Context: an optimization exercise on an open-source flow, tuned for small area, a short achievable clock period and few clock cycles per item. The choices shown serve that exercise and are no tape-out recipe.
At most, simulation tests tie the RTL to the original design; equivalence was not proved.
No activity file was given, so power comes from the tool's default toggle rates.

Setup of amber:
==> flow/design.v <==
`default_nettype none
package fsc_pkg;
  localparam int HALF_W          = 16;
  localparam int KEY_BANK_W      = 64;
  localparam int ROUND_COUNT_DEF = 9;
  localparam int CFG_INDEX_W = 2;
  localparam int CFG_DATA_W  = KEY_BANK_W;
  localparam logic [63:0] SBOX = 64'h2174_8fe3_da09_b65c;
  localparam logic [63:0] PERM_DEST = 64'h5ae0_b61c_f287_39d4;
  function automatic logic [3:0] sbox4(input logic [3:0] x);
    logic [3:0] s;
    s[0] = x[3] ? (x[1] ? ~x[0] : ~(x[2]^x[0])) : (x[1] ? x[0] : (x[2]^x[0]));
    s[1] = x[3] ? (x[1] ? ~(x[2]^x[0]) : (~x[2]|x[0])) : (x[1] ? ~(x[2]&x[0]) : 1'b0);
    s[2] = x[3] ? (x[1] ? ~(x[2]|x[0]) : (x[2]|x[0])) : (x[1] ? ~(x[2]^x[0]) : ~x[2]);
    s[3] = x[3] ? (x[1] ? ~x[2] : (~x[2]&x[0])) : (x[1] ? (x[2]|x[0]) : ~x[0]);
    sbox4 = s;
  endfunction
  function automatic logic [HALF_W-1:0] round_fn(input logic [HALF_W-1:0] x);
    logic [HALF_W-1:0] w;
    logic [HALF_W-1:0] z;
    for (int i = 0; i < 4; i++) begin
      w[4*i +: 4] = sbox4(x[4*i +: 4]);
    end
    z = '0;
    for (int i = 0; i < HALF_W; i++) begin
      z[PERM_DEST[4*i +: 4]] = w[HALF_W-1-i];
    end
    round_fn = z;
  endfunction
endpackage
`default_nettype wire
`default_nettype none
module fsc_round_pipe (
  input  wire logic [fsc_pkg::HALF_W-1:0] l_in,
  input  wire logic [fsc_pkg::HALF_W-1:0] t_in,
  input  wire logic [fsc_pkg::HALF_W-1:0] key,
  input  wire logic [fsc_pkg::HALF_W-1:0] key_nxt,
  output logic      [fsc_pkg::HALF_W-1:0] l_out,
  output logic      [fsc_pkg::HALF_W-1:0] t_out
);
  assign l_out = t_in ^ key;
  assign t_out = (l_in ^ key_nxt) ^ fsc_pkg::round_fn(t_in);
endmodule
`default_nettype wire
`default_nettype none
`default_nettype wire
`default_nettype none
module fsc_accum (
  input  wire logic                        clk,
  input  wire logic                        rst_n,
  input  wire logic                        ld_c,
  input  wire logic                        ld_s,
  input  wire logic                        first,
  input  wire logic                        last,
  input  wire logic [fsc_pkg::HALF_W-1:0]  l8,
  input  wire logic [fsc_pkg::HALF_W-1:0]  t9,
  input  wire logic [fsc_pkg::HALF_W-1:0]  key,
  output logic [fsc_pkg::HALF_W-1:0]       out_cipher_left,
  output logic [fsc_pkg::HALF_W-1:0]       out_cipher_right,
  output logic [fsc_pkg::HALF_W-1:0]       out_xor_sum_left_out,
  output logic [fsc_pkg::HALF_W-1:0]       out_xor_sum_right_out,
  output logic [fsc_pkg::HALF_W-1:0]       out_sticky_left_out,
  output logic [fsc_pkg::HALF_W-1:0]       out_sticky_right_out
);
  logic [fsc_pkg::HALF_W-1:0] xs_l, xs_r, sk_l, sk_r, cl, cr;
  logic [fsc_pkg::HALF_W-1:0] r8, f, base_r, xs_l_nxt, xs_r_nxt;
  assign r8       = t9 ^ key;
  assign f        = fsc_pkg::round_fn(t9);
  assign base_r   = (first ? '0 : xs_r) ^ l8;
  assign xs_l_nxt = (first ? '0 : xs_l) ^ r8;
  assign xs_r_nxt = base_r ^ f;
  always_ff @(posedge clk) begin
    if (!rst_n) begin
      xs_l <= '0;
      xs_r <= '0;
      sk_l <= '0;
      sk_r <= '0;
    end else if (ld_s) begin
      xs_l <= xs_l_nxt;
      xs_r <= xs_r_nxt;
      sk_l <= sk_l | ({fsc_pkg::HALF_W{last}} & xs_l_nxt);
      sk_r <= sk_r | ({fsc_pkg::HALF_W{last}} & xs_r_nxt);
    end
  end
  always_ff @(posedge clk) begin
    if (ld_c) begin
      cl <= r8;
      cr <= l8 ^ f;
    end
  end
  assign out_cipher_left       = cl;
  assign out_cipher_right      = cr;
  assign out_xor_sum_left_out  = xs_l;
  assign out_xor_sum_right_out = xs_r;
  assign out_sticky_left_out   = sk_l;
  assign out_sticky_right_out  = sk_r;
endmodule
`default_nettype wire
`default_nettype none
module feistel_sbox_cipher_integral_sum #(
  parameter int ROUND_COUNT = fsc_pkg::ROUND_COUNT_DEF,
  parameter logic [8:0] CUTS = 9'b1_0101_0101
) (
  input  wire logic                              clk,
  input  wire logic                              rst_n,
  input  wire logic                              cfg_wr_en,
  input  wire logic [fsc_pkg::CFG_INDEX_W-1:0]   cfg_index,
  input  wire logic [fsc_pkg::CFG_DATA_W-1:0]    cfg_wdata,
  input  wire logic                              in_valid,
  output logic                                   in_stall,
  input  wire logic [fsc_pkg::HALF_W-1:0]        in_plain_left,
  input  wire logic [fsc_pkg::HALF_W-1:0]        in_plain_right,
  input  wire logic                              in_first_of_set,
  input  wire logic                              in_last_of_set,
  output logic                                   out_valid,
  input  wire logic                              out_stall,
  output logic [fsc_pkg::HALF_W-1:0]             out_cipher_left,
  output logic [fsc_pkg::HALF_W-1:0]             out_cipher_right,
  output logic [fsc_pkg::HALF_W-1:0]             out_xor_sum_left_out,
  output logic [fsc_pkg::HALF_W-1:0]             out_xor_sum_right_out,
  output logic [fsc_pkg::HALF_W-1:0]             out_sticky_left_out,
  output logic [fsc_pkg::HALF_W-1:0]             out_sticky_right_out
);
  localparam int W = fsc_pkg::HALF_W;
  logic [63:0] k14, k58;
  logic [W-1:0] k9;
  logic [W-1:0] subkey [1:9];
  logic [63:0] kd;
  assign kd = cfg_wdata & {64{rst_n}};
  always_ff @(posedge clk) begin
    if (!rst_n || (cfg_wr_en && cfg_index == 2'd0)) k14 <= kd;
    if (!rst_n || (cfg_wr_en && cfg_index == 2'd1)) k58 <= kd;
    if (!rst_n || (cfg_wr_en && cfg_index == 2'd2)) k9  <= kd[W-1:0];
  end
  for (genvar k = 1; k <= 4; k++) begin : g_k14
    assign subkey[k]   = k14[W*(k-1) +: W];
    assign subkey[k+4] = k58[W*(k-1) +: W];
  end
  assign subkey[9]  = k9;
  logic adv;
  logic out_valid_r;
  logic b_v8;
  assign adv = !(out_valid_r && out_stall);
  logic         skid_v;
  logic [W-1:0] skid_l, skid_r;
  logic         skid_f, skid_t;
  logic         stall_q;
  assign in_stall = stall_q;
  always_ff @(posedge clk) begin
    if (!rst_n) begin
      skid_v  <= 1'b0;
      stall_q <= 1'b0;
    end else begin
      skid_v  <= !adv && (skid_v || in_valid);
      stall_q <= !adv && (stall_q || in_valid);
    end
  end
  always_ff @(posedge clk) begin
    if (!skid_v) begin
      skid_l <= in_plain_left;
      skid_r <= in_plain_right;
      skid_f <= in_first_of_set;
      skid_t <= in_last_of_set;
    end
  end
  logic [W-1:0] a_l [0:8];
  logic [W-1:0] a_r [0:8];
  logic         a_f [0:8];
  logic         a_t [0:8];
  logic         a_v [0:8];
  logic [W-1:0] b_l [0:8];
  logic [W-1:0] b_r [0:8];
  logic         b_f [0:8];
  logic         b_t [0:8];
  logic         b_v [0:8];
  assign a_l[0] = skid_v ? skid_l : in_plain_left;
  assign a_r[0] = (skid_v ? skid_r : in_plain_right) ^ subkey[1];
  assign a_f[0] = skid_v ? skid_f : in_first_of_set;
  assign a_t[0] = skid_v ? skid_t : in_last_of_set;
  assign a_v[0] = skid_v || in_valid;
  for (genvar k = 0; k <= 8; k++) begin : g_stage
    if (CUTS[k]) begin : g_reg
      logic [W-1:0] l_q, r_q;
      logic         f_q, t_q, v_q;
      logic         ov_q, en;
      assign en = !(ov_q && out_stall);
      always_ff @(posedge clk) begin
        if (!rst_n) ov_q <= 1'b0;
        else if (en) ov_q <= b_v8;
      end
      always_ff @(posedge clk) begin
        if (en) begin
          l_q <= a_l[k];
          r_q <= a_r[k];
          f_q <= a_f[k];
          t_q <= a_t[k];
        end
      end
      always_ff @(posedge clk) begin
        if (!rst_n) v_q <= 1'b0;
        else if (en) v_q <= a_v[k];
      end
      assign b_l[k] = l_q;
      assign b_r[k] = r_q;
      assign b_f[k] = f_q;
      assign b_t[k] = t_q;
      assign b_v[k] = v_q;
    end else begin : g_wire
      assign b_l[k] = a_l[k];
      assign b_r[k] = a_r[k];
      assign b_f[k] = a_f[k];
      assign b_t[k] = a_t[k];
      assign b_v[k] = a_v[k];
    end
    if (k < 8) begin : g_round
      fsc_round_pipe u_round (
        .l_in    (b_l[k]),
        .t_in    (b_r[k]),
        .key     (subkey[k+1]),
        .key_nxt (subkey[k+2 > 9 ? 9 : k+2]),
        .l_out   (a_l[k+1]),
        .t_out   (a_r[k+1])
      );
      assign a_f[k+1] = b_f[k];
      assign a_t[k+1] = b_t[k];
      assign a_v[k+1] = b_v[k];
    end
  end
  assign b_v8 = b_v[8];
  logic ov_c, ov_s, en_c, en_s;
  assign en_c = !(ov_c && out_stall);
  assign en_s = !(ov_s && out_stall);
  always_ff @(posedge clk) begin
    if (!rst_n) begin
      out_valid_r <= 1'b0;
      ov_c        <= 1'b0;
      ov_s        <= 1'b0;
    end else begin
      if (adv)  out_valid_r <= b_v8;
      if (en_c) ov_c        <= b_v8;
      if (en_s) ov_s        <= b_v8;
    end
  end
  assign out_valid = out_valid_r;
  fsc_accum u_accum (
    .clk                   (clk),
    .rst_n                 (rst_n),
    .ld_c                  (en_c && b_v8),
    .ld_s                  (en_s && b_v8),
    .first                 (b_f[8]),
    .last                  (b_t[8]),
    .l8                    (b_l[8]),
    .t9                    (b_r[8]),
    .key                   (subkey[9]),
    .out_cipher_left       (out_cipher_left),
    .out_cipher_right      (out_cipher_right),
    .out_xor_sum_left_out  (out_xor_sum_left_out),
    .out_xor_sum_right_out (out_xor_sum_right_out),
    .out_sticky_left_out   (out_sticky_left_out),
    .out_sticky_right_out  (out_sticky_right_out)
  );
endmodule
`default_nettype wire
==> flow/config.mk <==
export PLATFORM = sky130hd
export DESIGN_NAME = feistel_sbox_cipher_integral_sum
export DESIGN_NICKNAME = feistel_sbox_cipher_integral_sum
export VERILOG_FILES = /design/flow/design.v
export SDC_FILE = /design/flow/constraint.sdc
export NUM_CORES = 4
export LEC_CHECK = 0
export ABC_AREA = 1
export CAP_MARGIN = 20
export CORE_MARGIN = 2
export CORE_UTILIZATION = 40
export CTS_BUF_LIST = sky130_fd_sc_hd__clkbuf_8
export CTS_CLUSTER_DIAMETER = 60
export CTS_CLUSTER_SIZE = 12
export PLACE_DENSITY = 0.8
export SETUP_SLACK_MARGIN = 2.6
export SLEW_MARGIN = 20
==> flow/constraint.sdc <==
create_clock -name core_clock -period 5.0 [get_ports {clk}]
set_input_delay 1.0000 -clock core_clock [delete_from_list [all_inputs] [get_ports {clk}]]
set_output_delay 1.0000 -clock core_clock [all_outputs]
set_load 0.01 [all_outputs]
standard.sh (not shown) runs the stock make flow with config.mk's settings and CLKGATE_MAP_FILE= SYNTH_SCRIPT=/design/flow/synth_recipe.tcl, a recipe that flattens the netlist after the stock synthesis.
==> flow/flow/run.sh <==
#!/bin/bash
# Own layout flow: the standard layout (standard.sh), unchanged except that the
# port buffers buffer_ports inserts are sky130_fd_sc_hd__buf_2 cells. Each tool's
# output goes to a log file in this folder; ORFS's per-step logs stay under orfs/logs.
set -euo pipefail
bash standard.sh synth > make_synth.log 2>&1
bash standard.sh "BUFFER_PORTS_ARGS=-buffer_cell sky130_fd_sc_hd__buf_2" finish > make_layout.log 2>&1
Testbench counts of amber, summed over its fixed seeds: cycles 9,648, items 9,600.
### amber -> ember
--- a/flow/design.v
+++ b/flow/design.v
@@ -81,11 +81,14 @@
       sk_l <= sk_l | ({fsc_pkg::HALF_W{last}} & xs_l_nxt);
       sk_r <= sk_r | ({fsc_pkg::HALF_W{last}} & xs_r_nxt);
     end
   end
   always_ff @(posedge clk) begin
-    if (ld_c) begin
+    if (!rst_n) begin
+      cl <= '0;
+      cr <= '0;
+    end else if (ld_c) begin
       cl <= r8;
       cr <= l8 ^ f;
     end
   end
   assign out_cipher_left       = cl;
==> summary.txt <==
The final instance area number comes out higher for amber vs ember.
In ember, post-route minimum period is higher than in amber.
Compared to amber, ember has met2 capacity usage during global routing 1.3 points higher.
When the final numbers for amber and ember were put side by side, the fraction of power spent switching nets turned out to be smaller in amber.
~same multiplexer fraction of the synthesized cell area in amber and ember
When ember is set beside amber, its required time of the worst setup path turns out to be 0.02 ns smaller.
For amber, the launch point of the worst path was g_stage[0].g_reg.r_q[10]$_DFFE_PN_, unlike ember, where it was g_stage[6].g_reg.r_q[8]$_DFFE_PN_.
From ember to amber, final-report hold violation count did not move at all.
Both conditions hold for amber: the flow ran to the end and the final layout passed the timing, DRC and antenna checks.
ember went all the way through synthesis, placement and routing and the layout is clean on timing, DRC and antenna.
Going from amber to ember, power shrank by a few percent.
Density: ember sparser than amber
Across both runs, number of standard cells in the final layout excluding fillers was higher for ember than for amber.
The RTL of ember was laid out without a check of its function.

* * *

RTL: the design.v shown in full above, as it stands there.
==> flow/config.mk <==
export PLATFORM = sky130hd
export DESIGN_NAME = feistel_sbox_cipher_integral_sum
export DESIGN_NICKNAME = feistel_sbox_cipher_integral_sum
export VERILOG_FILES = /design/flow/design.v
export SDC_FILE = /design/flow/constraint.sdc
export NUM_CORES = 4
export LEC_CHECK = 0
export ABC_AREA = 1
export CAP_MARGIN = 20
export CORE_MARGIN = 2
export CORE_UTILIZATION = 40
export CTS_BUF_LIST = sky130_fd_sc_hd__clkbuf_8
export CTS_CLUSTER_DIAMETER = 60
export CTS_CLUSTER_SIZE = 12
export SETUP_SLACK_MARGIN = 2.6
export SLEW_MARGIN = 20
==> flow/constraint.sdc <==
create_clock -name core_clock -period 5.0 [get_ports {clk}]
set_input_delay 1.0000 -clock core_clock [delete_from_list [all_inputs] [get_ports {clk}]]
set_output_delay 1.0000 -clock core_clock [all_outputs]
set_load 0.01 [all_outputs]
Scripts as last shown in full above: flow/flow/run.sh
The baseline went through all stages and came out clean.
Testbench counts at the start, summed over its fixed seeds: cycles 9,648, items 9,600.
Then changed:
--- a/flow/design.v
+++ b/flow/design.v
@@ -45,14 +45,13 @@
 `default_nettype none
 `default_nettype wire
 `default_nettype none
 module fsc_accum (
   input  wire logic                        clk,
   input  wire logic                        rst_n,
-  input  wire logic                        ld_c,
-  input  wire logic                        ld_s,
+  input  wire logic                        ld,
   input  wire logic                        first,
   input  wire logic                        last,
   input  wire logic [fsc_pkg::HALF_W-1:0]  l8,
   input  wire logic [fsc_pkg::HALF_W-1:0]  t9,
   input  wire logic [fsc_pkg::HALF_W-1:0]  key,
   output logic [fsc_pkg::HALF_W-1:0]       out_cipher_left,
@@ -72,21 +71,21 @@
   always_ff @(posedge clk) begin
     if (!rst_n) begin
       xs_l <= '0;
       xs_r <= '0;
       sk_l <= '0;
       sk_r <= '0;
-    end else if (ld_s) begin
+    end else if (ld) begin
       xs_l <= xs_l_nxt;
       xs_r <= xs_r_nxt;
       sk_l <= sk_l | ({fsc_pkg::HALF_W{last}} & xs_l_nxt);
       sk_r <= sk_r | ({fsc_pkg::HALF_W{last}} & xs_r_nxt);
     end
   end
   always_ff @(posedge clk) begin
-    if (ld_c) begin
+    if (ld) begin
       cl <= r8;
       cr <= l8 ^ f;
     end
   end
   assign out_cipher_left       = cl;
   assign out_cipher_right      = cr;
@@ -136,13 +135,12 @@
     assign subkey[k]   = k14[W*(k-1) +: W];
     assign subkey[k+4] = k58[W*(k-1) +: W];
   end
   assign subkey[9]  = k9;
   logic adv;
   logic out_valid_r;
-  logic b_v8;
   assign adv = !(out_valid_r && out_stall);
   logic         skid_v;
   logic [W-1:0] skid_l, skid_r;
   logic         skid_f, skid_t;
   logic         stall_q;
   assign in_stall = stall_q;
@@ -179,29 +177,23 @@
   assign a_t[0] = skid_v ? skid_t : in_last_of_set;
   assign a_v[0] = skid_v || in_valid;
   for (genvar k = 0; k <= 8; k++) begin : g_stage
     if (CUTS[k]) begin : g_reg
       logic [W-1:0] l_q, r_q;
       logic         f_q, t_q, v_q;
-      logic         ov_q, en;
-      assign en = !(ov_q && out_stall);
       always_ff @(posedge clk) begin
-        if (!rst_n) ov_q <= 1'b0;
-        else if (en) ov_q <= b_v8;
-      end
-      always_ff @(posedge clk) begin
-        if (en) begin
+        if (adv) begin
           l_q <= a_l[k];
           r_q <= a_r[k];
           f_q <= a_f[k];
           t_q <= a_t[k];
         end
       end
       always_ff @(posedge clk) begin
         if (!rst_n) v_q <= 1'b0;
-        else if (en) v_q <= a_v[k];
+        else if (adv) v_q <= a_v[k];
       end
       assign b_l[k] = l_q;
       assign b_r[k] = r_q;
       assign b_f[k] = f_q;
       assign b_t[k] = t_q;
       assign b_v[k] = v_q;
@@ -223,33 +215,21 @@
       );
       assign a_f[k+1] = b_f[k];
       assign a_t[k+1] = b_t[k];
       assign a_v[k+1] = b_v[k];
     end
   end
-  assign b_v8 = b_v[8];
-  logic ov_c, ov_s, en_c, en_s;
-  assign en_c = !(ov_c && out_stall);
-  assign en_s = !(ov_s && out_stall);
-  always_ff @(posedge clk) begin
-    if (!rst_n) begin
-      out_valid_r <= 1'b0;
-      ov_c        <= 1'b0;
-      ov_s        <= 1'b0;
-    end else begin
-      if (adv)  out_valid_r <= b_v8;
-      if (en_c) ov_c        <= b_v8;
-      if (en_s) ov_s        <= b_v8;
-    end
+  always_ff @(posedge clk) begin
+    if (!rst_n) out_valid_r <= 1'b0;
+    else if (adv) out_valid_r <= b_v[8];
   end
   assign out_valid = out_valid_r;
   fsc_accum u_accum (
     .clk                   (clk),
     .rst_n                 (rst_n),
-    .ld_c                  (en_c && b_v8),
-    .ld_s                  (en_s && b_v8),
+    .ld                    (adv && b_v[8]),
     .first                 (b_f[8]),
     .last                  (b_t[8]),
     .l8                    (b_l[8]),
     .t9                    (b_r[8]),
     .key                   (subkey[9]),
     .out_cipher_left       (out_cipher_left),
Core utilization went down by 0.15 points; sequential share of layout area decreases by 0.32 points; flip-flop and latch count fell by 7; fmax hardly moves; clock power shrinks by 12%; cell area decreases by about 0.33%; synthesized area is about the same; register-to-register slack barely changes; sequential power drops by about 0.8%; wire length stays flat.
No functional check of the RTL was part of the second run of this note.

## port drivers added, routing unchanged
No port has a modelled driver above. Below, the same layouts with a new extraction and two added sets of constraints. Step 1, drivers: a clkbuf_16 drives clk and a buf_2 each remaining input, both assumed. Step 2 times the ports against the registers' clock, not the clock port: input delays grow and output delays shrink by t, the midpoint of the rising clock arrivals with the driver on. a / b / c = no drivers / after step 1 / after step 2; a / b = the first two.
run	t, ns	setup WS [ns]	cell pins on the clock port's net
amber	0.681	2.718 / 2.718 / 2.239	1
ember	0.678	2.664 / 2.664 / 2.154	1
the first run of note 2	0.709	2.703 / 2.703 / 2.073	1
the second run of note 2	0.701	2.709 / 2.673 / 2.061	1
After both steps every run listed still meets setup and hold. The setup slack of the second run of note 2, which loses most, moves by -0.036 ns with the drivers and by -0.648 ns with both steps.
